What follows belongs to an exercise in optimizing a design on an open flow for small area and a short achievable clock period; a production flow would make more cautious choices.
No functional check of the RTL was part of this run.

[flow/config.mk]
export PLATFORM = sky130hd
export DESIGN_NAME = lj_pair_top
export DESIGN_NICKNAME = lj_pair_top
export VERILOG_FILES = /design/flow/design.v
export SDC_FILE = /design/flow/constraint.sdc
export NUM_CORES = 4
export LEC_CHECK = 0
export CAP_MARGIN = 20
export CORE_MARGIN = 2
export CORE_UTILIZATION = 40
export SLEW_MARGIN = 20
[flow/design.v]
`default_nettype none
package lj_pkg;
	localparam int CELL_ID_WIDTH  = 2;             
	localparam int CELL_POS_WIDTH = 6;             
	localparam int MAG_WIDTH      = 6;             
	localparam int ACC_WIDTH   = 32;               
	localparam int COUNT_WIDTH = 8;                
	localparam int CMAG_WIDTH  = 14;
	localparam int PROD_WIDTH  = CMAG_WIDTH + MAG_WIDTH;    
	localparam int FORCE_SHIFT = 6;
	localparam int QH_WIDTH    = PROD_WIDTH - FORCE_SHIFT;
endpackage
`default_nettype wire
`timescale 1ns/1ns
`default_nettype none
import lj_pkg::*;
module pair_decode (
	input  logic [lj_pkg::CELL_ID_WIDTH-1:0]   hc,
	input  logic [lj_pkg::CELL_ID_WIDTH-1:0]   nc,
	input  logic [lj_pkg::CELL_POS_WIDTH-1:0]  hp,
	input  logic [lj_pkg::CELL_POS_WIDTH-1:0]  np,
	output logic                               ok,
	output logic                               neg,
	output logic [lj_pkg::MAG_WIDTH-1:0]       mag
);
	logic       up;                                
	logic       dn;                                
	logic [6:0] dp;                                
	logic       dp_neg;
	logic       dp_pos;
	always_comb begin
		up = 1'b0;
		dn = 1'b0;
		case ({hc, nc})
			4'b00_01, 4'b01_10, 4'b10_00: up = 1'b1;
			4'b00_10, 4'b01_00, 4'b10_01: dn = 1'b1;
			default: ;
		endcase
	end
	assign dp     = {1'b0, np} - {1'b0, hp};
	assign dp_neg = dp[6];
	assign dp_pos = ~dp[6] & (dp[5:0] != 6'd0);
	assign neg    = dn | (~up & dp_neg);
	assign ok     = up ? dp_neg : (dn ? dp_pos : 1'b1);
	assign mag    = neg ? (hp - np) : dp[5:0];
endmodule
module lj_sumsq (
	input  logic [5:0]  a,
	input  logic [5:0]  b,
	input  logic [5:0]  c,
	output logic [13:0] r2
);
	logic t1;
	logic t2;
	logic t3;
	logic t4;
	logic t5;
	logic t6;
	logic t7;
	logic t8;
	logic t9;
	logic t10;
	logic t11;
	logic t12;
	logic t13;
	logic t14;
	logic t15;
	logic t16;
	logic t17;
	logic t18;
	logic t19;
	logic t20;
	logic t21;
	logic t22;
	logic t23;
	logic t24;
	logic t25;
	logic t26;
	logic t27;
	logic t28;
	logic t29;
	logic t30;
	logic t31;
	logic t32;
	logic t33;
	logic t34;
	logic t35;
	logic t36;
	logic t37;
	logic t38;
	logic t39;
	logic t40;
	logic t41;
	logic t42;
	logic t43;
	logic t44;
	logic t45;
	logic t46;
	logic t47;
	logic t48;
	logic t49;
	logic t50;
	logic t51;
	logic t52;
	logic t53;
	logic t54;
	logic t55;
	logic t56;
	logic t57;
	logic t58;
	logic t59;
	logic t60;
	logic t61;
	logic t62;
	logic t63;
	logic t64;
	logic t65;
	logic t66;
	logic t67;
	logic t68;
	logic t69;
	logic t70;
	logic t71;
	logic t72;
	logic t73;
	logic t74;
	logic t75;
	logic t76;
	logic t77;
	logic t78;
	logic t79;
	logic t80;
	logic t81;
	logic t82;
	logic t83;
	logic t84;
	logic t85;
	logic t86;
	logic t87;
	logic t88;
	logic t89;
	logic t90;
	logic t91;
	logic t92;
	logic t93;
	logic t94;
	logic t95;
	logic t96;
	logic t97;
	logic t98;
	logic t99;
	logic t100;
	logic t101;
	logic t102;
	logic t103;
	logic t104;
	logic t105;
	logic t106;
	logic t107;
	logic t108;
	logic t109;
	logic t110;
	logic t111;
	logic t112;
	logic t113;
	logic t114;
	logic t115;
	logic t116;
	logic t117;
	logic t118;
	logic t119;
	logic t120;
	logic t121;
	logic t122;
	logic t123;
	logic t124;
	logic t125;
	logic t126;
	logic t127;
	logic t128;
	logic t129;
	logic t130;
	logic t131;
	logic t132;
	logic t133;
	logic t134;
	logic t135;
	logic t136;
	logic t137;
	assign t1 = a[0] & a[1];
	assign t2 = a[0] & a[2];
	assign t3 = a[0] & a[3];
	assign t4 = a[0] & a[4];
	assign t5 = a[0] & a[5];
	assign t6 = a[1] & a[2];
	assign t7 = a[1] & a[3];
	assign t8 = a[1] & a[4];
	assign t9 = a[1] & a[5];
	assign t10 = a[2] & a[3];
	assign t11 = a[2] & a[4];
	assign t12 = a[2] & a[5];
	assign t13 = a[3] & a[4];
	assign t14 = a[3] & a[5];
	assign t15 = a[4] & a[5];
	assign t16 = b[0] & b[1];
	assign t17 = b[0] & b[2];
	assign t18 = b[0] & b[3];
	assign t19 = b[0] & b[4];
	assign t20 = b[0] & b[5];
	assign t21 = b[1] & b[2];
	assign t22 = b[1] & b[3];
	assign t23 = b[1] & b[4];
	assign t24 = b[1] & b[5];
	assign t25 = b[2] & b[3];
	assign t26 = b[2] & b[4];
	assign t27 = b[2] & b[5];
	assign t28 = b[3] & b[4];
	assign t29 = b[3] & b[5];
	assign t30 = b[4] & b[5];
	assign t31 = c[0] & c[1];
	assign t32 = c[0] & c[2];
	assign t33 = c[0] & c[3];
	assign t34 = c[0] & c[4];
	assign t35 = c[0] & c[5];
	assign t36 = c[1] & c[2];
	assign t37 = c[1] & c[3];
	assign t38 = c[1] & c[4];
	assign t39 = c[1] & c[5];
	assign t40 = c[2] & c[3];
	assign t41 = c[2] & c[4];
	assign t42 = c[2] & c[5];
	assign t43 = c[3] & c[4];
	assign t44 = c[3] & c[5];
	assign t45 = c[4] & c[5];
	assign t46 = t5 ^ t8 ^ t10;
	assign t47 = (t5 & t8) | (t5 & t10) | (t8 & t10);
	assign t48 = a[3] ^ t20;
	assign t49 = a[3] & t20;
	assign t50 = t3 ^ t6 ^ a[2];
	assign t51 = (t3 & t6) | (t3 & a[2]) | (t6 & a[2]);
	assign t52 = t18 ^ t21;
	assign t53 = t18 & t21;
	assign t54 = t4 ^ t7 ^ t19;
	assign t55 = (t4 & t7) | (t4 & t19) | (t7 & t19);
	assign t56 = t46 ^ t48 ^ t23;
	assign t57 = (t46 & t48) | (t46 & t23) | (t48 & t23);
	assign t58 = t25 ^ b[3] ^ t35;
	assign t59 = (t25 & b[3]) | (t25 & t35) | (b[3] & t35);
	assign t60 = t47 ^ t49 ^ t9;
	assign t61 = (t47 & t49) | (t47 & t9) | (t49 & t9);
	assign t62 = t11 ^ t24 ^ t26;
	assign t63 = (t11 & t24) | (t11 & t26) | (t24 & t26);
	assign t64 = t12 ^ t13 ^ a[4];
	assign t65 = (t12 & t13) | (t12 & a[4]) | (t13 & a[4]);
	assign t66 = t27 ^ t28 ^ b[4];
	assign t67 = (t27 & t28) | (t27 & b[4]) | (t28 & b[4]);
	assign t68 = t42 ^ t43;
	assign t69 = t42 & t43;
	assign t70 = t1 ^ a[1] ^ t16;
	assign t71 = (t1 & a[1]) | (t1 & t16) | (a[1] & t16);
	assign t72 = t50 ^ t52 ^ b[2];
	assign t73 = (t50 & t52) | (t50 & b[2]) | (t52 & b[2]);
	assign t74 = t51 ^ t53 ^ t54;
	assign t75 = (t51 & t53) | (t51 & t54) | (t53 & t54);
	assign t76 = t22 ^ t34;
	assign t77 = t22 & t34;
	assign t78 = t55 ^ t56 ^ t58;
	assign t79 = (t55 & t56) | (t55 & t58) | (t56 & t58);
	assign t80 = t38 ^ t40 ^ c[3];
	assign t81 = (t38 & t40) | (t38 & c[3]) | (t40 & c[3]);
	assign t82 = t57 ^ t59 ^ t60;
	assign t83 = (t57 & t59) | (t57 & t60) | (t59 & t60);
	assign t84 = t62 ^ t39 ^ t41;
	assign t85 = (t62 & t39) | (t62 & t41) | (t39 & t41);
	assign t86 = t61 ^ t63 ^ t64;
	assign t87 = (t61 & t63) | (t61 & t64) | (t63 & t64);
	assign t88 = t66 ^ t68 ^ c[4];
	assign t89 = (t66 & t68) | (t66 & c[4]) | (t68 & c[4]);
	assign t90 = t65 ^ t67 ^ t69;
	assign t91 = (t65 & t67) | (t65 & t69) | (t67 & t69);
	assign t92 = t14 ^ t29 ^ t44;
	assign t93 = (t14 & t29) | (t14 & t44) | (t29 & t44);
	assign t94 = t15 ^ a[5] ^ t30;
	assign t95 = (t15 & a[5]) | (t15 & t30) | (a[5] & t30);
	assign t96 = b[5] ^ t45 ^ c[5];
	assign t97 = (b[5] & t45) | (b[5] & c[5]) | (t45 & c[5]);
	assign t98 = t70 ^ b[1];
	assign t99 = t70 & b[1];
	assign t100 = t71 ^ t2 ^ t17;
	assign t101 = (t71 & t2) | (t71 & t17) | (t2 & t17);
	assign t102 = t72 ^ t33 ^ t36;
	assign t103 = (t72 & t33) | (t72 & t36) | (t33 & t36);
	assign t104 = t73 ^ t74 ^ t76;
	assign t105 = (t73 & t74) | (t73 & t76) | (t74 & t76);
	assign t106 = t75 ^ t77 ^ t78;
	assign t107 = (t75 & t77) | (t75 & t78) | (t77 & t78);
	assign t108 = t79 ^ t81 ^ t82;
	assign t109 = (t79 & t81) | (t79 & t82) | (t81 & t82);
	assign t110 = t83 ^ t85 ^ t86;
	assign t111 = (t83 & t85) | (t83 & t86) | (t85 & t86);
	assign t112 = t87 ^ t89 ^ t90;
	assign t113 = (t87 & t89) | (t87 & t90) | (t89 & t90);
	assign t114 = t91 ^ t93 ^ t94;
	assign t115 = (t91 & t93) | (t91 & t94) | (t93 & t94);
	assign t116 = a[0] ^ b[0];
	assign t117 = a[0] & b[0];
	assign t118 = t98 ^ t31;
	assign t119 = t98 & t31;
	assign t120 = t99 ^ t100 ^ t32;
	assign t121 = (t99 & t100) | (t99 & t32) | (t100 & t32);
	assign t122 = t101 ^ t102 ^ c[2];
	assign t123 = (t101 & t102) | (t101 & c[2]) | (t102 & c[2]);
	assign t124 = t103 ^ t104 ^ t37;
	assign t125 = (t103 & t104) | (t103 & t37) | (t104 & t37);
	assign t126 = t105 ^ t106 ^ t80;
	assign t127 = (t105 & t106) | (t105 & t80) | (t106 & t80);
	assign t128 = t107 ^ t108 ^ t84;
	assign t129 = (t107 & t108) | (t107 & t84) | (t108 & t84);
	assign t130 = t109 ^ t110 ^ t88;
	assign t131 = (t109 & t110) | (t109 & t88) | (t110 & t88);
	assign t132 = t111 ^ t112 ^ t92;
	assign t133 = (t111 & t112) | (t111 & t92) | (t112 & t92);
	assign t134 = t113 ^ t114 ^ t96;
	assign t135 = (t113 & t114) | (t113 & t96) | (t114 & t96);
	assign t136 = t115 ^ t95 ^ t97;
	assign t137 = (t115 & t95) | (t115 & t97) | (t95 & t97);
	assign r2 = {1'b0, t137, t135, t133, t131, t129, t127, t125, t123, t121, t119, t118, t117, t116}
	          + {1'b0, 1'b0, t136, t134, t132, t130, t128, t126, t124, t122, t120, c[1], 1'b0, c[0]};
endmodule
`default_nettype wire
`timescale 1ns/1ns
`default_nettype none
import lj_pkg::*;
module force_execute (
	input  logic                               en,
	input  logic [7:0]                         tab,      
	output logic                               csign,
	output logic [lj_pkg::CMAG_WIDTH-1:0]      cmag
);
	logic                         t_sign;
	logic [lj_pkg::CMAG_WIDTH-1:0] t_mag;
	always_comb begin
		case (tab)
			8'd0: begin t_sign = 1'b0; t_mag = 14'd16000; end   
			8'd1: begin t_sign = 1'b0; t_mag = 14'd15745; end   
			8'd2: begin t_sign = 1'b0; t_mag = 14'd15490; end   
			8'd3: begin t_sign = 1'b0; t_mag = 14'd15235; end   
			8'd4: begin t_sign = 1'b0; t_mag = 14'd14980; end   
			8'd5: begin t_sign = 1'b0; t_mag = 14'd14725; end   
			8'd6: begin t_sign = 1'b0; t_mag = 14'd14470; end   
			8'd7: begin t_sign = 1'b0; t_mag = 14'd14215; end   
			8'd8: begin t_sign = 1'b0; t_mag = 14'd13960; end   
			8'd9: begin t_sign = 1'b0; t_mag = 14'd13705; end   
			8'd10: begin t_sign = 1'b0; t_mag = 14'd13450; end   
			8'd11: begin t_sign = 1'b0; t_mag = 14'd13195; end   
			8'd12: begin t_sign = 1'b0; t_mag = 14'd12940; end   
			8'd13: begin t_sign = 1'b0; t_mag = 14'd12685; end   
			8'd14: begin t_sign = 1'b0; t_mag = 14'd12430; end   
			8'd15: begin t_sign = 1'b0; t_mag = 14'd12175; end   
			8'd16: begin t_sign = 1'b0; t_mag = 14'd11920; end   
			8'd17: begin t_sign = 1'b0; t_mag = 14'd11665; end   
			8'd18: begin t_sign = 1'b0; t_mag = 14'd11410; end   
			8'd19: begin t_sign = 1'b0; t_mag = 14'd11155; end   
			8'd20: begin t_sign = 1'b0; t_mag = 14'd10900; end   
			8'd21: begin t_sign = 1'b0; t_mag = 14'd10645; end   
			8'd22: begin t_sign = 1'b0; t_mag = 14'd10390; end   
			8'd23: begin t_sign = 1'b0; t_mag = 14'd10135; end   
			8'd24: begin t_sign = 1'b0; t_mag = 14'd9880; end   
			8'd25: begin t_sign = 1'b0; t_mag = 14'd9625; end   
			8'd26: begin t_sign = 1'b0; t_mag = 14'd9370; end   
			8'd27: begin t_sign = 1'b0; t_mag = 14'd9115; end   
			8'd28: begin t_sign = 1'b0; t_mag = 14'd8860; end   
			8'd29: begin t_sign = 1'b0; t_mag = 14'd8605; end   
			8'd30: begin t_sign = 1'b0; t_mag = 14'd8350; end   
			8'd31: begin t_sign = 1'b0; t_mag = 14'd8095; end   
			8'd32: begin t_sign = 1'b0; t_mag = 14'd8000; end   
			8'd33: begin t_sign = 1'b0; t_mag = 14'd7800; end   
			8'd34: begin t_sign = 1'b0; t_mag = 14'd7600; end   
			8'd35: begin t_sign = 1'b0; t_mag = 14'd7400; end   
			8'd36: begin t_sign = 1'b0; t_mag = 14'd7200; end   
			8'd37: begin t_sign = 1'b0; t_mag = 14'd7000; end   
			8'd38: begin t_sign = 1'b0; t_mag = 14'd6800; end   
			8'd39: begin t_sign = 1'b0; t_mag = 14'd6600; end   
			8'd40: begin t_sign = 1'b0; t_mag = 14'd6400; end   
			8'd41: begin t_sign = 1'b0; t_mag = 14'd6200; end   
			8'd42: begin t_sign = 1'b0; t_mag = 14'd6000; end   
			8'd43: begin t_sign = 1'b0; t_mag = 14'd5800; end   
			8'd44: begin t_sign = 1'b0; t_mag = 14'd5600; end   
			8'd45: begin t_sign = 1'b0; t_mag = 14'd5400; end   
			8'd46: begin t_sign = 1'b0; t_mag = 14'd5200; end   
			8'd47: begin t_sign = 1'b0; t_mag = 14'd5000; end   
			8'd48: begin t_sign = 1'b0; t_mag = 14'd4800; end   
			8'd49: begin t_sign = 1'b0; t_mag = 14'd4600; end   
			8'd50: begin t_sign = 1'b0; t_mag = 14'd4400; end   
			8'd51: begin t_sign = 1'b0; t_mag = 14'd4200; end   
			8'd52: begin t_sign = 1'b0; t_mag = 14'd4000; end   
			8'd53: begin t_sign = 1'b0; t_mag = 14'd3800; end   
			8'd54: begin t_sign = 1'b0; t_mag = 14'd3600; end   
			8'd55: begin t_sign = 1'b0; t_mag = 14'd3400; end   
			8'd56: begin t_sign = 1'b0; t_mag = 14'd3200; end   
			8'd57: begin t_sign = 1'b0; t_mag = 14'd3000; end   
			8'd58: begin t_sign = 1'b0; t_mag = 14'd2800; end   
			8'd59: begin t_sign = 1'b0; t_mag = 14'd2600; end   
			8'd60: begin t_sign = 1'b0; t_mag = 14'd2400; end   
			8'd61: begin t_sign = 1'b0; t_mag = 14'd2200; end   
			8'd62: begin t_sign = 1'b0; t_mag = 14'd2000; end   
			8'd63: begin t_sign = 1'b0; t_mag = 14'd1800; end   
			8'd64: begin t_sign = 1'b0; t_mag = 14'd1800; end   
			8'd65: begin t_sign = 1'b0; t_mag = 14'd1740; end   
			8'd66: begin t_sign = 1'b0; t_mag = 14'd1680; end   
			8'd67: begin t_sign = 1'b0; t_mag = 14'd1620; end   
			8'd68: begin t_sign = 1'b0; t_mag = 14'd1560; end   
			8'd69: begin t_sign = 1'b0; t_mag = 14'd1500; end   
			8'd70: begin t_sign = 1'b0; t_mag = 14'd1440; end   
			8'd71: begin t_sign = 1'b0; t_mag = 14'd1380; end   
			8'd72: begin t_sign = 1'b0; t_mag = 14'd1320; end   
			8'd73: begin t_sign = 1'b0; t_mag = 14'd1260; end   
			8'd74: begin t_sign = 1'b0; t_mag = 14'd1200; end   
			8'd75: begin t_sign = 1'b0; t_mag = 14'd1140; end   
			8'd76: begin t_sign = 1'b0; t_mag = 14'd1080; end   
			8'd77: begin t_sign = 1'b0; t_mag = 14'd1020; end   
			8'd78: begin t_sign = 1'b0; t_mag = 14'd960; end   
			8'd79: begin t_sign = 1'b0; t_mag = 14'd900; end   
			8'd80: begin t_sign = 1'b0; t_mag = 14'd840; end   
			8'd81: begin t_sign = 1'b0; t_mag = 14'd780; end   
			8'd82: begin t_sign = 1'b0; t_mag = 14'd720; end   
			8'd83: begin t_sign = 1'b0; t_mag = 14'd660; end   
			8'd84: begin t_sign = 1'b0; t_mag = 14'd600; end   
			8'd85: begin t_sign = 1'b0; t_mag = 14'd540; end   
			8'd86: begin t_sign = 1'b0; t_mag = 14'd480; end   
			8'd87: begin t_sign = 1'b0; t_mag = 14'd420; end   
			8'd88: begin t_sign = 1'b0; t_mag = 14'd360; end   
			8'd89: begin t_sign = 1'b0; t_mag = 14'd300; end   
			8'd90: begin t_sign = 1'b0; t_mag = 14'd240; end   
			8'd91: begin t_sign = 1'b0; t_mag = 14'd180; end   
			8'd92: begin t_sign = 1'b0; t_mag = 14'd120; end   
			8'd93: begin t_sign = 1'b0; t_mag = 14'd60; end   
			8'd94: begin t_sign = 1'b0; t_mag = 14'd0; end   
			8'd95: begin t_sign = 1'b1; t_mag = 14'd60; end   
			8'd96: begin t_sign = 1'b1; t_mag = 14'd60; end   
			8'd97: begin t_sign = 1'b1; t_mag = 14'd68; end   
			8'd98: begin t_sign = 1'b1; t_mag = 14'd76; end   
			8'd99: begin t_sign = 1'b1; t_mag = 14'd84; end   
			8'd100: begin t_sign = 1'b1; t_mag = 14'd92; end   
			8'd101: begin t_sign = 1'b1; t_mag = 14'd100; end   
			8'd102: begin t_sign = 1'b1; t_mag = 14'd108; end   
			8'd103: begin t_sign = 1'b1; t_mag = 14'd116; end   
			8'd104: begin t_sign = 1'b1; t_mag = 14'd124; end   
			8'd105: begin t_sign = 1'b1; t_mag = 14'd132; end   
			8'd106: begin t_sign = 1'b1; t_mag = 14'd140; end   
			8'd107: begin t_sign = 1'b1; t_mag = 14'd148; end   
			8'd108: begin t_sign = 1'b1; t_mag = 14'd156; end   
			8'd109: begin t_sign = 1'b1; t_mag = 14'd164; end   
			8'd110: begin t_sign = 1'b1; t_mag = 14'd172; end   
			8'd111: begin t_sign = 1'b1; t_mag = 14'd180; end   
			8'd112: begin t_sign = 1'b1; t_mag = 14'd188; end   
			8'd113: begin t_sign = 1'b1; t_mag = 14'd196; end   
			8'd114: begin t_sign = 1'b1; t_mag = 14'd204; end   
			8'd115: begin t_sign = 1'b1; t_mag = 14'd212; end   
			8'd116: begin t_sign = 1'b1; t_mag = 14'd220; end   
			8'd117: begin t_sign = 1'b1; t_mag = 14'd228; end   
			8'd118: begin t_sign = 1'b1; t_mag = 14'd236; end   
			8'd119: begin t_sign = 1'b1; t_mag = 14'd244; end   
			8'd120: begin t_sign = 1'b1; t_mag = 14'd252; end   
			8'd121: begin t_sign = 1'b1; t_mag = 14'd260; end   
			8'd122: begin t_sign = 1'b1; t_mag = 14'd268; end   
			8'd123: begin t_sign = 1'b1; t_mag = 14'd276; end   
			8'd124: begin t_sign = 1'b1; t_mag = 14'd284; end   
			8'd125: begin t_sign = 1'b1; t_mag = 14'd292; end   
			8'd126: begin t_sign = 1'b1; t_mag = 14'd300; end   
			8'd127: begin t_sign = 1'b1; t_mag = 14'd308; end   
			8'd128: begin t_sign = 1'b1; t_mag = 14'd310; end   
			8'd129: begin t_sign = 1'b1; t_mag = 14'd313; end   
			8'd130: begin t_sign = 1'b1; t_mag = 14'd316; end   
			8'd131: begin t_sign = 1'b1; t_mag = 14'd319; end   
			8'd132: begin t_sign = 1'b1; t_mag = 14'd322; end   
			8'd133: begin t_sign = 1'b1; t_mag = 14'd325; end   
			8'd134: begin t_sign = 1'b1; t_mag = 14'd328; end   
			8'd135: begin t_sign = 1'b1; t_mag = 14'd331; end   
			8'd136: begin t_sign = 1'b1; t_mag = 14'd334; end   
			8'd137: begin t_sign = 1'b1; t_mag = 14'd337; end   
			8'd138: begin t_sign = 1'b1; t_mag = 14'd340; end   
			8'd139: begin t_sign = 1'b1; t_mag = 14'd343; end   
			8'd140: begin t_sign = 1'b1; t_mag = 14'd346; end   
			8'd141: begin t_sign = 1'b1; t_mag = 14'd349; end   
			8'd142: begin t_sign = 1'b1; t_mag = 14'd352; end   
			8'd143: begin t_sign = 1'b1; t_mag = 14'd355; end   
			8'd144: begin t_sign = 1'b1; t_mag = 14'd358; end   
			8'd145: begin t_sign = 1'b1; t_mag = 14'd361; end   
			8'd146: begin t_sign = 1'b1; t_mag = 14'd364; end   
			8'd147: begin t_sign = 1'b1; t_mag = 14'd367; end   
			8'd148: begin t_sign = 1'b1; t_mag = 14'd370; end   
			8'd149: begin t_sign = 1'b1; t_mag = 14'd373; end   
			8'd150: begin t_sign = 1'b1; t_mag = 14'd376; end   
			8'd151: begin t_sign = 1'b1; t_mag = 14'd379; end   
			8'd152: begin t_sign = 1'b1; t_mag = 14'd382; end   
			8'd153: begin t_sign = 1'b1; t_mag = 14'd385; end   
			8'd154: begin t_sign = 1'b1; t_mag = 14'd388; end   
			8'd155: begin t_sign = 1'b1; t_mag = 14'd391; end   
			8'd156: begin t_sign = 1'b1; t_mag = 14'd394; end   
			8'd157: begin t_sign = 1'b1; t_mag = 14'd397; end   
			8'd158: begin t_sign = 1'b1; t_mag = 14'd400; end   
			8'd159: begin t_sign = 1'b1; t_mag = 14'd403; end   
			8'd160: begin t_sign = 1'b1; t_mag = 14'd400; end   
			8'd161: begin t_sign = 1'b1; t_mag = 14'd401; end   
			8'd162: begin t_sign = 1'b1; t_mag = 14'd402; end   
			8'd163: begin t_sign = 1'b1; t_mag = 14'd403; end   
			8'd164: begin t_sign = 1'b1; t_mag = 14'd404; end   
			8'd165: begin t_sign = 1'b1; t_mag = 14'd405; end   
			8'd166: begin t_sign = 1'b1; t_mag = 14'd406; end   
			8'd167: begin t_sign = 1'b1; t_mag = 14'd407; end   
			8'd168: begin t_sign = 1'b1; t_mag = 14'd408; end   
			8'd169: begin t_sign = 1'b1; t_mag = 14'd409; end   
			8'd170: begin t_sign = 1'b1; t_mag = 14'd410; end   
			8'd171: begin t_sign = 1'b1; t_mag = 14'd411; end   
			8'd172: begin t_sign = 1'b1; t_mag = 14'd412; end   
			8'd173: begin t_sign = 1'b1; t_mag = 14'd413; end   
			8'd174: begin t_sign = 1'b1; t_mag = 14'd414; end   
			8'd175: begin t_sign = 1'b1; t_mag = 14'd415; end   
			8'd176: begin t_sign = 1'b1; t_mag = 14'd416; end   
			8'd177: begin t_sign = 1'b1; t_mag = 14'd417; end   
			8'd178: begin t_sign = 1'b1; t_mag = 14'd418; end   
			8'd179: begin t_sign = 1'b1; t_mag = 14'd419; end   
			8'd180: begin t_sign = 1'b1; t_mag = 14'd420; end   
			8'd181: begin t_sign = 1'b1; t_mag = 14'd421; end   
			8'd182: begin t_sign = 1'b1; t_mag = 14'd422; end   
			8'd183: begin t_sign = 1'b1; t_mag = 14'd423; end   
			8'd184: begin t_sign = 1'b1; t_mag = 14'd424; end   
			8'd185: begin t_sign = 1'b1; t_mag = 14'd425; end   
			8'd186: begin t_sign = 1'b1; t_mag = 14'd426; end   
			8'd187: begin t_sign = 1'b1; t_mag = 14'd427; end   
			8'd188: begin t_sign = 1'b1; t_mag = 14'd428; end   
			8'd189: begin t_sign = 1'b1; t_mag = 14'd429; end   
			8'd190: begin t_sign = 1'b1; t_mag = 14'd430; end   
			8'd191: begin t_sign = 1'b1; t_mag = 14'd431; end   
			8'd192: begin t_sign = 1'b1; t_mag = 14'd300; end   
			8'd193: begin t_sign = 1'b1; t_mag = 14'd302; end   
			8'd194: begin t_sign = 1'b1; t_mag = 14'd304; end   
			8'd195: begin t_sign = 1'b1; t_mag = 14'd306; end   
			8'd196: begin t_sign = 1'b1; t_mag = 14'd308; end   
			8'd197: begin t_sign = 1'b1; t_mag = 14'd310; end   
			8'd198: begin t_sign = 1'b1; t_mag = 14'd312; end   
			8'd199: begin t_sign = 1'b1; t_mag = 14'd314; end   
			8'd200: begin t_sign = 1'b1; t_mag = 14'd316; end   
			8'd201: begin t_sign = 1'b1; t_mag = 14'd318; end   
			8'd202: begin t_sign = 1'b1; t_mag = 14'd320; end   
			8'd203: begin t_sign = 1'b1; t_mag = 14'd322; end   
			8'd204: begin t_sign = 1'b1; t_mag = 14'd324; end   
			8'd205: begin t_sign = 1'b1; t_mag = 14'd326; end   
			8'd206: begin t_sign = 1'b1; t_mag = 14'd328; end   
			8'd207: begin t_sign = 1'b1; t_mag = 14'd330; end   
			8'd208: begin t_sign = 1'b1; t_mag = 14'd332; end   
			8'd209: begin t_sign = 1'b1; t_mag = 14'd334; end   
			8'd210: begin t_sign = 1'b1; t_mag = 14'd336; end   
			8'd211: begin t_sign = 1'b1; t_mag = 14'd338; end   
			8'd212: begin t_sign = 1'b1; t_mag = 14'd340; end   
			8'd213: begin t_sign = 1'b1; t_mag = 14'd342; end   
			8'd214: begin t_sign = 1'b1; t_mag = 14'd344; end   
			8'd215: begin t_sign = 1'b1; t_mag = 14'd346; end   
			8'd216: begin t_sign = 1'b1; t_mag = 14'd348; end   
			8'd217: begin t_sign = 1'b1; t_mag = 14'd350; end   
			8'd218: begin t_sign = 1'b1; t_mag = 14'd352; end   
			8'd219: begin t_sign = 1'b1; t_mag = 14'd354; end   
			8'd220: begin t_sign = 1'b1; t_mag = 14'd356; end   
			8'd221: begin t_sign = 1'b1; t_mag = 14'd358; end   
			8'd222: begin t_sign = 1'b1; t_mag = 14'd360; end   
			8'd223: begin t_sign = 1'b1; t_mag = 14'd362; end   
			8'd224: begin t_sign = 1'b1; t_mag = 14'd200; end   
			8'd225: begin t_sign = 1'b1; t_mag = 14'd204; end   
			8'd226: begin t_sign = 1'b1; t_mag = 14'd208; end   
			8'd227: begin t_sign = 1'b1; t_mag = 14'd212; end   
			8'd228: begin t_sign = 1'b1; t_mag = 14'd216; end   
			8'd229: begin t_sign = 1'b1; t_mag = 14'd220; end   
			8'd230: begin t_sign = 1'b1; t_mag = 14'd224; end   
			8'd231: begin t_sign = 1'b1; t_mag = 14'd228; end   
			8'd232: begin t_sign = 1'b1; t_mag = 14'd232; end   
			8'd233: begin t_sign = 1'b1; t_mag = 14'd236; end   
			8'd234: begin t_sign = 1'b1; t_mag = 14'd240; end   
			8'd235: begin t_sign = 1'b1; t_mag = 14'd244; end   
			8'd236: begin t_sign = 1'b1; t_mag = 14'd248; end   
			8'd237: begin t_sign = 1'b1; t_mag = 14'd252; end   
			8'd238: begin t_sign = 1'b1; t_mag = 14'd256; end   
			8'd239: begin t_sign = 1'b1; t_mag = 14'd260; end   
			8'd240: begin t_sign = 1'b1; t_mag = 14'd264; end   
			8'd241: begin t_sign = 1'b1; t_mag = 14'd268; end   
			8'd242: begin t_sign = 1'b1; t_mag = 14'd272; end   
			8'd243: begin t_sign = 1'b1; t_mag = 14'd276; end   
			8'd244: begin t_sign = 1'b1; t_mag = 14'd280; end   
			8'd245: begin t_sign = 1'b1; t_mag = 14'd284; end   
			8'd246: begin t_sign = 1'b1; t_mag = 14'd288; end   
			8'd247: begin t_sign = 1'b1; t_mag = 14'd292; end   
			8'd248: begin t_sign = 1'b1; t_mag = 14'd296; end   
			8'd249: begin t_sign = 1'b1; t_mag = 14'd300; end   
			8'd250: begin t_sign = 1'b1; t_mag = 14'd304; end   
			8'd251: begin t_sign = 1'b1; t_mag = 14'd308; end   
			8'd252: begin t_sign = 1'b1; t_mag = 14'd312; end   
			8'd253: begin t_sign = 1'b1; t_mag = 14'd316; end   
			8'd254: begin t_sign = 1'b1; t_mag = 14'd320; end   
			8'd255: begin t_sign = 1'b1; t_mag = 14'd324; end   
			default: begin t_sign = 1'b0; t_mag = 14'd0; end
		endcase
	end
	assign csign = t_sign;
	assign cmag  = en ? t_mag : '0;
endmodule
module lj_mul (
	input  logic [13:0] c,
	input  logic [5:0]  m,
	output logic [19:0] q
);
	logic t1;
	logic t2;
	logic t3;
	logic t4;
	logic t5;
	logic t6;
	logic t7;
	logic t8;
	logic t9;
	logic t10;
	logic t11;
	logic t12;
	logic t13;
	logic t14;
	logic t15;
	logic t16;
	logic t17;
	logic t18;
	logic t19;
	logic t20;
	logic t21;
	logic t22;
	logic t23;
	logic t24;
	logic t25;
	logic t26;
	logic t27;
	logic t28;
	logic t29;
	logic t30;
	logic t31;
	logic t32;
	logic t33;
	logic t34;
	logic t35;
	logic t36;
	logic t37;
	logic t38;
	logic t39;
	logic t40;
	logic t41;
	logic t42;
	logic t43;
	logic t44;
	logic t45;
	logic t46;
	logic t47;
	logic t48;
	logic t49;
	logic t50;
	logic t51;
	logic t52;
	logic t53;
	logic t54;
	logic t55;
	logic t56;
	logic t57;
	logic t58;
	logic t59;
	logic t60;
	logic t61;
	logic t62;
	logic t63;
	logic t64;
	logic t65;
	logic t66;
	logic t67;
	logic t68;
	logic t69;
	logic t70;
	logic t71;
	logic t72;
	logic t73;
	logic t74;
	logic t75;
	logic t76;
	logic t77;
	logic t78;
	logic t79;
	logic t80;
	logic t81;
	logic t82;
	logic t83;
	logic t84;
	logic t85;
	logic t86;
	logic t87;
	logic t88;
	logic t89;
	logic t90;
	logic t91;
	logic t92;
	logic t93;
	logic t94;
	logic t95;
	logic t96;
	logic t97;
	logic t98;
	logic t99;
	logic t100;
	logic t101;
	logic t102;
	logic t103;
	logic t104;
	logic t105;
	logic t106;
	logic t107;
	logic t108;
	logic t109;
	logic t110;
	logic t111;
	logic t112;
	logic t113;
	logic t114;
	logic t115;
	logic t116;
	logic t117;
	logic t118;
	logic t119;
	logic t120;
	logic t121;
	logic t122;
	logic t123;
	logic t124;
	logic t125;
	logic t126;
	logic t127;
	logic t128;
	logic t129;
	logic t130;
	logic t131;
	logic t132;
	logic t133;
	logic t134;
	logic t135;
	logic t136;
	logic t137;
	logic t138;
	logic t139;
	logic t140;
	logic t141;
	logic t142;
	logic t143;
	logic t144;
	logic t145;
	logic t146;
	logic t147;
	logic t148;
	logic t149;
	logic t150;
	logic t151;
	logic t152;
	logic t153;
	logic t154;
	logic t155;
	logic t156;
	logic t157;
	logic t158;
	logic t159;
	logic t160;
	logic t161;
	logic t162;
	logic t163;
	logic t164;
	logic t165;
	logic t166;
	logic t167;
	logic t168;
	logic t169;
	logic t170;
	logic t171;
	logic t172;
	logic t173;
	logic t174;
	logic t175;
	logic t176;
	logic t177;
	logic t178;
	logic t179;
	logic t180;
	logic t181;
	logic t182;
	logic t183;
	logic t184;
	logic t185;
	logic t186;
	logic t187;
	logic t188;
	assign t1 = c[0] & m[0];
	assign t2 = c[0] & m[1];
	assign t3 = c[0] & m[2];
	assign t4 = c[0] & m[3];
	assign t5 = c[0] & m[4];
	assign t6 = c[0] & m[5];
	assign t7 = c[1] & m[0];
	assign t8 = c[1] & m[1];
	assign t9 = c[1] & m[2];
	assign t10 = c[1] & m[3];
	assign t11 = c[1] & m[4];
	assign t12 = c[1] & m[5];
	assign t13 = c[2] & m[0];
	assign t14 = c[2] & m[1];
	assign t15 = c[2] & m[2];
	assign t16 = c[2] & m[3];
	assign t17 = c[2] & m[4];
	assign t18 = c[2] & m[5];
	assign t19 = c[3] & m[0];
	assign t20 = c[3] & m[1];
	assign t21 = c[3] & m[2];
	assign t22 = c[3] & m[3];
	assign t23 = c[3] & m[4];
	assign t24 = c[3] & m[5];
	assign t25 = c[4] & m[0];
	assign t26 = c[4] & m[1];
	assign t27 = c[4] & m[2];
	assign t28 = c[4] & m[3];
	assign t29 = c[4] & m[4];
	assign t30 = c[4] & m[5];
	assign t31 = c[5] & m[0];
	assign t32 = c[5] & m[1];
	assign t33 = c[5] & m[2];
	assign t34 = c[5] & m[3];
	assign t35 = c[5] & m[4];
	assign t36 = c[5] & m[5];
	assign t37 = c[6] & m[0];
	assign t38 = c[6] & m[1];
	assign t39 = c[6] & m[2];
	assign t40 = c[6] & m[3];
	assign t41 = c[6] & m[4];
	assign t42 = c[6] & m[5];
	assign t43 = c[7] & m[0];
	assign t44 = c[7] & m[1];
	assign t45 = c[7] & m[2];
	assign t46 = c[7] & m[3];
	assign t47 = c[7] & m[4];
	assign t48 = c[7] & m[5];
	assign t49 = c[8] & m[0];
	assign t50 = c[8] & m[1];
	assign t51 = c[8] & m[2];
	assign t52 = c[8] & m[3];
	assign t53 = c[8] & m[4];
	assign t54 = c[8] & m[5];
	assign t55 = c[9] & m[0];
	assign t56 = c[9] & m[1];
	assign t57 = c[9] & m[2];
	assign t58 = c[9] & m[3];
	assign t59 = c[9] & m[4];
	assign t60 = c[9] & m[5];
	assign t61 = c[10] & m[0];
	assign t62 = c[10] & m[1];
	assign t63 = c[10] & m[2];
	assign t64 = c[10] & m[3];
	assign t65 = c[10] & m[4];
	assign t66 = c[10] & m[5];
	assign t67 = c[11] & m[0];
	assign t68 = c[11] & m[1];
	assign t69 = c[11] & m[2];
	assign t70 = c[11] & m[3];
	assign t71 = c[11] & m[4];
	assign t72 = c[11] & m[5];
	assign t73 = c[12] & m[0];
	assign t74 = c[12] & m[1];
	assign t75 = c[12] & m[2];
	assign t76 = c[12] & m[3];
	assign t77 = c[12] & m[4];
	assign t78 = c[12] & m[5];
	assign t79 = c[13] & m[0];
	assign t80 = c[13] & m[1];
	assign t81 = c[13] & m[2];
	assign t82 = c[13] & m[3];
	assign t83 = c[13] & m[4];
	assign t84 = c[13] & m[5];
	assign t85 = t5 ^ t10;
	assign t86 = t5 & t10;
	assign t87 = t6 ^ t11 ^ t16;
	assign t88 = (t6 & t11) | (t6 & t16) | (t11 & t16);
	assign t89 = t21 ^ t26;
	assign t90 = t21 & t26;
	assign t91 = t12 ^ t17 ^ t22;
	assign t92 = (t12 & t17) | (t12 & t22) | (t17 & t22);
	assign t93 = t27 ^ t32 ^ t37;
	assign t94 = (t27 & t32) | (t27 & t37) | (t32 & t37);
	assign t95 = t18 ^ t23 ^ t28;
	assign t96 = (t18 & t23) | (t18 & t28) | (t23 & t28);
	assign t97 = t33 ^ t38 ^ t43;
	assign t98 = (t33 & t38) | (t33 & t43) | (t38 & t43);
	assign t99 = t24 ^ t29 ^ t34;
	assign t100 = (t24 & t29) | (t24 & t34) | (t29 & t34);
	assign t101 = t39 ^ t44 ^ t49;
	assign t102 = (t39 & t44) | (t39 & t49) | (t44 & t49);
	assign t103 = t30 ^ t35 ^ t40;
	assign t104 = (t30 & t35) | (t30 & t40) | (t35 & t40);
	assign t105 = t45 ^ t50 ^ t55;
	assign t106 = (t45 & t50) | (t45 & t55) | (t50 & t55);
	assign t107 = t36 ^ t41 ^ t46;
	assign t108 = (t36 & t41) | (t36 & t46) | (t41 & t46);
	assign t109 = t51 ^ t56 ^ t61;
	assign t110 = (t51 & t56) | (t51 & t61) | (t56 & t61);
	assign t111 = t42 ^ t47 ^ t52;
	assign t112 = (t42 & t47) | (t42 & t52) | (t47 & t52);
	assign t113 = t57 ^ t62 ^ t67;
	assign t114 = (t57 & t62) | (t57 & t67) | (t62 & t67);
	assign t115 = t48 ^ t53 ^ t58;
	assign t116 = (t48 & t53) | (t48 & t58) | (t53 & t58);
	assign t117 = t63 ^ t68 ^ t73;
	assign t118 = (t63 & t68) | (t63 & t73) | (t68 & t73);
	assign t119 = t54 ^ t59 ^ t64;
	assign t120 = (t54 & t59) | (t54 & t64) | (t59 & t64);
	assign t121 = t69 ^ t74 ^ t79;
	assign t122 = (t69 & t74) | (t69 & t79) | (t74 & t79);
	assign t123 = t60 ^ t65 ^ t70;
	assign t124 = (t60 & t65) | (t60 & t70) | (t65 & t70);
	assign t125 = t75 ^ t80;
	assign t126 = t75 & t80;
	assign t127 = t66 ^ t71 ^ t76;
	assign t128 = (t66 & t71) | (t66 & t76) | (t71 & t76);
	assign t129 = t4 ^ t9;
	assign t130 = t4 & t9;
	assign t131 = t85 ^ t15 ^ t20;
	assign t132 = (t85 & t15) | (t85 & t20) | (t15 & t20);
	assign t133 = t86 ^ t87 ^ t89;
	assign t134 = (t86 & t87) | (t86 & t89) | (t87 & t89);
	assign t135 = t88 ^ t90 ^ t91;
	assign t136 = (t88 & t90) | (t88 & t91) | (t90 & t91);
	assign t137 = t92 ^ t94 ^ t95;
	assign t138 = (t92 & t94) | (t92 & t95) | (t94 & t95);
	assign t139 = t96 ^ t98 ^ t99;
	assign t140 = (t96 & t98) | (t96 & t99) | (t98 & t99);
	assign t141 = t100 ^ t102 ^ t103;
	assign t142 = (t100 & t102) | (t100 & t103) | (t102 & t103);
	assign t143 = t104 ^ t106 ^ t107;
	assign t144 = (t104 & t106) | (t104 & t107) | (t106 & t107);
	assign t145 = t108 ^ t110 ^ t111;
	assign t146 = (t108 & t110) | (t108 & t111) | (t110 & t111);
	assign t147 = t112 ^ t114 ^ t115;
	assign t148 = (t112 & t114) | (t112 & t115) | (t114 & t115);
	assign t149 = t116 ^ t118 ^ t119;
	assign t150 = (t116 & t118) | (t116 & t119) | (t118 & t119);
	assign t151 = t120 ^ t122 ^ t123;
	assign t152 = (t120 & t122) | (t120 & t123) | (t122 & t123);
	assign t153 = t124 ^ t126 ^ t127;
	assign t154 = (t124 & t126) | (t124 & t127) | (t126 & t127);
	assign t155 = t128 ^ t72 ^ t77;
	assign t156 = (t128 & t72) | (t128 & t77) | (t72 & t77);
	assign t157 = t3 ^ t8;
	assign t158 = t3 & t8;
	assign t159 = t129 ^ t14 ^ t19;
	assign t160 = (t129 & t14) | (t129 & t19) | (t14 & t19);
	assign t161 = t130 ^ t131 ^ t25;
	assign t162 = (t130 & t131) | (t130 & t25) | (t131 & t25);
	assign t163 = t132 ^ t133 ^ t31;
	assign t164 = (t132 & t133) | (t132 & t31) | (t133 & t31);
	assign t165 = t134 ^ t135 ^ t93;
	assign t166 = (t134 & t135) | (t134 & t93) | (t135 & t93);
	assign t167 = t136 ^ t137 ^ t97;
	assign t168 = (t136 & t137) | (t136 & t97) | (t137 & t97);
	assign t169 = t138 ^ t139 ^ t101;
	assign t170 = (t138 & t139) | (t138 & t101) | (t139 & t101);
	assign t171 = t140 ^ t141 ^ t105;
	assign t172 = (t140 & t141) | (t140 & t105) | (t141 & t105);
	assign t173 = t142 ^ t143 ^ t109;
	assign t174 = (t142 & t143) | (t142 & t109) | (t143 & t109);
	assign t175 = t144 ^ t145 ^ t113;
	assign t176 = (t144 & t145) | (t144 & t113) | (t145 & t113);
	assign t177 = t146 ^ t147 ^ t117;
	assign t178 = (t146 & t147) | (t146 & t117) | (t147 & t117);
	assign t179 = t148 ^ t149 ^ t121;
	assign t180 = (t148 & t149) | (t148 & t121) | (t149 & t121);
	assign t181 = t150 ^ t151 ^ t125;
	assign t182 = (t150 & t151) | (t150 & t125) | (t151 & t125);
	assign t183 = t152 ^ t153 ^ t81;
	assign t184 = (t152 & t153) | (t152 & t81) | (t153 & t81);
	assign t185 = t154 ^ t155 ^ t82;
	assign t186 = (t154 & t155) | (t154 & t82) | (t155 & t82);
	assign t187 = t156 ^ t78 ^ t83;
	assign t188 = (t156 & t78) | (t156 & t83) | (t78 & t83);
	assign q = {1'b0, t188, t186, t184, t182, t180, t178, t176, t174, t172, t170, t168, t166, t164, t162, t160, t158, t157, t2, t1}
	         + {1'b0, t84, t187, t185, t183, t181, t179, t177, t175, t173, t171, t169, t167, t165, t163, t161, t159, t13, t7, 1'b0};
endmodule
`default_nettype wire
`timescale 1ns/1ns
`default_nettype none
import lj_pkg::*;
module force_accumulate (
	input  logic                                clk,
	input  logic                                clr,
	input  logic                                s,
	input  logic                                lz,       
	input  logic [lj_pkg::QH_WIDTH-1:0]         qh,       
	output logic [lj_pkg::ACC_WIDTH-1:0]        acc
);
	logic [ACC_WIDTH-1:0]         term;
	logic [ACC_WIDTH-1:0]         base;
	assign term = {{(ACC_WIDTH-QH_WIDTH){s}}, qh ^ {QH_WIDTH{s}}};
	assign base = clr ? '0 : acc;
	always_ff @(posedge clk) begin
		acc <= base + term + {{(ACC_WIDTH-1){1'b0}}, s & lz};
	end
endmodule
`default_nettype wire
`timescale 1ns/1ns
`default_nettype none
import lj_pkg::*;
module lj_pair_top (
	input  logic                                   clk,
	input  logic                                   rst_n,
	input  logic                                   pair_valid,
	input  logic                                   pair_last,
	input  logic [3*lj_pkg::CELL_ID_WIDTH-1:0]     home_cell,
	input  logic [3*lj_pkg::CELL_ID_WIDTH-1:0]     nbr_cell,
	input  logic [3*lj_pkg::CELL_POS_WIDTH-1:0]    home_pos,
	input  logic [3*lj_pkg::CELL_POS_WIDTH-1:0]    nbr_pos,
	output logic                                   force_valid,
	output logic signed [lj_pkg::ACC_WIDTH-1:0]    force_x,
	output logic signed [lj_pkg::ACC_WIDTH-1:0]    force_y,
	output logic signed [lj_pkg::ACC_WIDTH-1:0]    force_z,
	output logic [lj_pkg::COUNT_WIDTH-1:0]         pair_count
);
	localparam int MW = MAG_WIDTH;
	localparam int CW = CMAG_WIDTH;
	localparam int QW = QH_WIDTH;
	logic [2:0]        ok0;
	logic [2:0]        neg0;
	logic [3*MW-1:0]   mag0;
	genvar a;
	generate
		for (a = 0; a < 3; a++) begin : g_axis
			pair_decode dec_i (
				.hc(home_cell[a*CELL_ID_WIDTH +: CELL_ID_WIDTH]),
				.nc(nbr_cell[a*CELL_ID_WIDTH +: CELL_ID_WIDTH]),
				.hp(home_pos[a*CELL_POS_WIDTH +: CELL_POS_WIDTH]),
				.np(nbr_pos[a*CELL_POS_WIDTH +: CELL_POS_WIDTH]),
				.ok(ok0[a]), .neg(neg0[a]), .mag(mag0[a*MW +: MW])
			);
		end
	endgenerate
	logic              v1, last1;
	logic [2:0]        neg1;
	logic [3*MW-1:0]   mag1;
	always_ff @(posedge clk or negedge rst_n) begin
		if (!rst_n) begin
			v1    <= 1'b0;
			last1 <= 1'b0;
		end else begin
			v1    <= pair_valid & (&ok0);
			last1 <= pair_valid & pair_last;
		end
	end
	always_ff @(posedge clk) begin
		neg1 <= neg0;
		mag1 <= mag0;
	end
	logic [13:0]       r2;
	logic              en1;
	lj_sumsq sumsq_i (.a(mag1[0 +: MW]), .b(mag1[MW +: MW]), .c(mag1[2*MW +: MW]), .r2(r2));
	assign en1 = v1 & (r2[13:12] == 2'b00) & (r2[11:4] != 8'd0);    
	logic              en2, last2;
	logic [7:0]        tab2;
	logic [2:0]        neg2;
	logic [3*MW-1:0]   mag2;
	always_ff @(posedge clk or negedge rst_n) begin
		if (!rst_n) begin
			en2   <= 1'b0;
			last2 <= 1'b0;
		end else begin
			en2   <= en1;
			last2 <= last1;
		end
	end
	always_ff @(posedge clk) begin
		tab2 <= r2[11:4];
		neg2 <= neg1;
		mag2 <= mag1;
	end
	logic              csign;
	logic [CW-1:0]     cmag;
	force_execute coef_i (.en(en2), .tab(tab2), .csign(csign), .cmag(cmag));
	logic              en3, last3;
	logic [2:0]        s3;
	logic [CW-1:0]     cmag3;
	logic [3*MW-1:0]   mag3;
	always_ff @(posedge clk or negedge rst_n) begin
		if (!rst_n) begin
			en3   <= 1'b0;
			last3 <= 1'b0;
		end else begin
			en3   <= en2;
			last3 <= last2;
		end
	end
	always_ff @(posedge clk) begin
		s3    <= neg2 ^ {3{csign}};
		cmag3 <= cmag;
		mag3  <= mag2;
	end
	logic [3*QW-1:0]   qh3;
	logic [2:0]        lz3;
	generate
		for (a = 0; a < 3; a++) begin : g_mul
			logic [PROD_WIDTH-1:0] q;
			lj_mul mul_i (.c(cmag3), .m(mag3[a*MW +: MW]), .q(q));
			assign qh3[a*QW +: QW] = q[PROD_WIDTH-1:FORCE_SHIFT];
			assign lz3[a]          = (q[FORCE_SHIFT-1:0] == '0);
		end
	endgenerate
	logic              en4, last4;
	logic [2:0]        s4;
	logic [2:0]        lz4;
	logic [3*QW-1:0]   qh4;
	always_ff @(posedge clk or negedge rst_n) begin
		if (!rst_n) begin
			en4   <= 1'b0;
			last4 <= 1'b0;
		end else begin
			en4   <= en3;
			last4 <= last3;
		end
	end
	always_ff @(posedge clk) begin
		s4  <= s3;
		lz4 <= lz3;
		qh4 <= qh3;
	end
	logic              clr;
	always_ff @(posedge clk or negedge rst_n) begin
		if (!rst_n) begin
			force_valid <= 1'b0;
			clr         <= 1'b1;
		end else begin
			force_valid <= last4;
			clr         <= last4 | (clr & ~en4);
		end
	end
	force_accumulate acc_x (.clk(clk), .clr(clr), .s(s4[2]), .lz(lz4[2]),
		.qh(qh4[2*QW +: QW]), .acc(force_x));
	force_accumulate acc_y (.clk(clk), .clr(clr), .s(s4[1]), .lz(lz4[1]),
		.qh(qh4[QW +: QW]), .acc(force_y));
	force_accumulate acc_z (.clk(clk), .clr(clr), .s(s4[0]), .lz(lz4[0]),
		.qh(qh4[0 +: QW]), .acc(force_z));
	always_ff @(posedge clk) begin
		pair_count <= (clr ? '0 : pair_count) + {{(COUNT_WIDTH-1){1'b0}}, en4};
	end
endmodule
`default_nettype wire
[flow/constraint.sdc]
create_clock -name core_clock -period 9.5 [get_ports {clk}]
set_input_delay 1.9000 -clock core_clock [delete_from_list [all_inputs] [get_ports {clk}]]
set_output_delay 1.9000 -clock core_clock [all_outputs]
set_load 0.01 [all_outputs]
[flow/run.sh]
#!/bin/bash
# synth_recipe.tcl (not shown) runs the flow's synth.tcl, then flattens the netlist and writes it again
# the make line also repeats each setting of config.mk as NAME=value (left out here)
make -C /OpenROAD-flow-scripts/flow DESIGN_CONFIG=/design/flow/config.mk WORK_HOME=/design/flow/orfs CLKGATE_MAP_FILE= SYNTH_SCRIPT=/design/flow/synth_recipe.tcl finish
==> flow_summary.json <==
{
  "cts_resized": 0,
  "wire_per_inst_um": 15.2,
  "max-cap-violations": 0,
  "period_minus_slack_ns": 6.35,
  "grt_overflow": 0,
  "netlist_area_um2": 23400,
  "seq_area_um2": 5140,
  "status": "complete, no violations",
  "setup_viol": 0,
  "finalWeightedCongestion": 0.848,
  "netlist_top_cells_area": "dfxtp_1 (21%), fa_1 (16%), ha_1 (12%)",
  "multi_input_area_um2": 16800,
  "h-tree-depth": 2,
  "die_h_um": 246,
  "rsz0062_at_grt": "no",
  "worstPathRequired_ns": 9.93,
  "start_util": 0.405,
  "fin_nets": 3286,
  "die_x_um": 246,
  "io_pins": 157,
  "post_cts_buffers": 0,
  "synthFlopType": "dfxtp_1",
  "yosysMostFrequentCell": "inv_1",
  "drv_slew": 0,
  "relSlewSlack": 0.391,
  "first_iter_violations": 729,
  "via_per_inst": 5.13,
  "grt_use_met3": 0.0236,
  "synth-seq-cells": 254,
  "cts_sinks": 254,
  "met2_usage": 0.323,
  "top_usage_layer": "met2",
  "worstMarginPinSlew_ns": 0.903,
  "synth_cell_types": 92,
  "root_buffer": "clkbuf_16",
  "synth_warnings": 4,
  "die_area_um2": 60500,
  "fill_cells": 5628,
  "coreArea_um2": 57800,
  "finalHoldViolCount": 0,
  "drc_errors": 0,
  "max_freq_mhz": 158,
  "cp-end-kind": "flip-flop",
  "synthToLayoutAreaGrowth_pct": 14.9,
  "hold_path.class": "reg -> reg",
  "numPortBuffers": 156,
  "globalRouteMet1Util": 0.241,
  "cts_tree": "yes",
  "synth_cells": 2691,
  "fin_worst_skew_ns": 0.0277,
  "final_util": 0.466,
  "clkLatencyLatePin_ns": 0.56,
  "drt-total-wl_um": 54800,
  "num_vias": 18518,
  "hpwl_um": 42000,
  "fin_tns_setup_ns": 0,
  "hold_buffers": 0,
  "grt_pass1_vias": 18958,
  "synth_top_area_frac": 0.209,
  "synth_fp_nets": 3158,
  "synth_edf_count": 0,
  "arrival_ns": 6.78,
  "drive_gt1_frac": 0.0394,
  "startpoint_type": "flip-flop",
  "grt_first_pass_wirelength_um": 93100,
  "async_flop_share": 0.0394,
  "antenna_found_initial": 0,
  "ant_nets": 0,
  "clk_path_buf_depth": 3,
  "numCtsBuffers": 34,
  "path_class": "reg -> reg",
  "synthTopCellsByCount": "inv_1 (321), dfxtp_1 (244), ha_1 (228)",
  "row_count": 88,
  "clkSlewWorstSetupHoldPaths_ns": 0.07,
  "diodes": 0,
  "fin_crit_sh": 0.668,
  "grt_max_degree": 45,
  "synth-seq-area-share": 0.219,
  "postSynthAreaPerCell_um2": 8.70,
  "grtUsageTotal": 0.184,
  "synth_area_leader_cell": "dfxtp_1",
  "drt_first_pass_iters": 5,
  "crit_fanout": 12
}
-- metal layers --
metal	share of wire	wire length, um	vias to the layer above
met5	0	0	-
met4	0.017	927	0
met3	0.035	1920	59
met2	0.48	26400	325
met1	0.47	25500	8963
li1	-	-	9171
-- path summary, 6_finish.rpt --
check	slack (ns)	cells past startpoint	end	from
worst min register to register	0.32	0	mag3[15]$_DFF_P_	mag2[15]$_DFF_P_
max in group asynchronous	7.25	1	en4$_DFF_PN0_	rst_n
worst max register to register	3.15	19	coef_i.t_mag[5]$_DFF_P_	mag1[3]$_DFF_P_
worst min-delay path	0.32	0	mag3[15]$_DFF_P_	mag2[15]$_DFF_P_
min in group asynchronous	1.78	1	last1$_DFF_PN0_	rst_n
worst max-delay path	3.15	19	coef_i.t_mag[5]$_DFF_P_	mag1[3]$_DFF_P_
-- final cells by class --
class	count	area share
Clock buffer	44	0.0365
Clock inverter	16	0.00660
Inverter	323	0.0451
Multi-Input combinational cell	2036	0.623
Sequential cell	254	0.191
Tap cell	765	0.0356
Timing Repair Buffer	170	0.0619
-- cell usage in the layout (no fill, tap or decap), types with 7 or more instances in the layout --
| cell type | Yosys | routed |
|---|---|---|
| and2_1 | 217 | 217 |
| o21bai_1 | 10 | 10 |
| ha_1 | 228 | 228 |
| o31a_1 | 8 | 8 |
| nor2b_1 | 128 | 128 |
| o31ai_1 | 10 | 10 |
| a21o_1 | 61 | 61 |
| or3_1 | 9 | 9 |
| inv_1 | 321 | 321 |
| buf_4 | 1 | 14 |
| and3_1 | 18 | 18 |
| xnor2_1 | 125 | 125 |
| a21boi_0 | 9 | 9 |
| a211o_1 | 7 | 7 |
| clkbuf_16 | 0 | 36 |
| xor2_1 | 101 | 100 |
| a31oi_1 | 28 | 28 |
| dfxtp_1 | 244 | 244 |
| a21oi_1 | 140 | 140 |
| nor4_1 | 7 | 7 |
| fa_1 | 187 | 187 |
| clkdlybuf4s50_1 | 0 | 156 |
| nand3_1 | 39 | 39 |
| nor2_1 | 139 | 139 |
| nand4_1 | 8 | 8 |
| a211oi_1 | 33 | 33 |
| mux2i_1 | 19 | 19 |
| dfrtp_1 | 9 | 9 |
| o21ai_0 | 86 | 86 |
| nor3_1 | 36 | 36 |
| nand2_1 | 191 | 191 |
| o22ai_1 | 8 | 8 |
| nand2b_1 | 41 | 41 |
| o21a_1 | 29 | 29 |
-- critical path, cell delays in order (launching register included) --
cell,delay (ns)
dfxtp_1,0.46
and2_1,0.19
ha_1,0.24
xnor2_1,0.16
fa_1,0.51
inv_1,0.06
fa_1,0.54
fa_1,0.41
ha_1,0.32
o21a_1,0.23
o22ai_1,0.15
xnor2_1,0.68
clkinv_1,0.61
ha_1,0.50
ha_1,0.26
nor2_2,0.25
a31oi_1,0.12
or3_1,0.32
o2111ai_1,0.10
o21ai_0,0.11
-- per-stage QoR --
| stage | setup slack, ns | std cells | hold WS, ns | instance area, um2 |
|---|---|---|---|---|
| 3_5_place_dp | 3.21 | 3548 | 0.313 | 25800 |
| 3_3_place_gp | 3.32 | 3548 | 0.310 | 25700 |
| 2_1_floorplan | 3.88 | 2691 | 0.310 | 23400 |
| 6_report | 3.15 | 3608 | 0.325 | 26900 |
| 5_1_grt | 2.82 | 3608 | 0.330 | 26900 |
| 4_1_cts | 3.20 | 3608 | 0.325 | 26900 |
-- logic make-up after synthesis --
family,share of synthesized area
buffers and inverters,0.0651
DFF,0.219
AOI/OAI and AO/OA,0.147
adders and majority gates,0.283
muxes,0.00860
xor gates and xnor gates,0.0845
and+or+nand+nor,0.193
-- state kept, by name, indices dropped and copies added (netlist names), 3 cells and up --
name,cells
s3,3
mag2,18
acc_x.acc,32
cmag3,14
qh4,42
pair_count,8
s4,3
neg2,3
mag1,18
mag3,18
lz4,3
coef_i.t_mag,14
neg1,3
acc_y.acc,32
acc_z.acc,32

## re-timing with driven ports
No port has a modelled driver above. Below, the same layout with a new extraction and two added sets of constraints.
Step 1 sets driving cells, clkbuf_16 on the clock port and buf_2 on the other inputs (assumed; they add their load-dependent delay and slew).
Step 2 also shifts input and output timing later by t, the mid clock arrival at the registers, as if the neighbouring blocks saw the same clock.
a / b / c = ideal ports / drivers / drivers and shift; a / b = the first two.
t, ns: 0.599
setup WS [ns]: 3.153 / 3.153 / 3.153
worst data-port slew with drivers (ns): 0.04
After both steps this run still meets setup and hold. For this run, drivers alone change the setup slack by 0.000 ns; drivers and shift together by 0.000 ns.
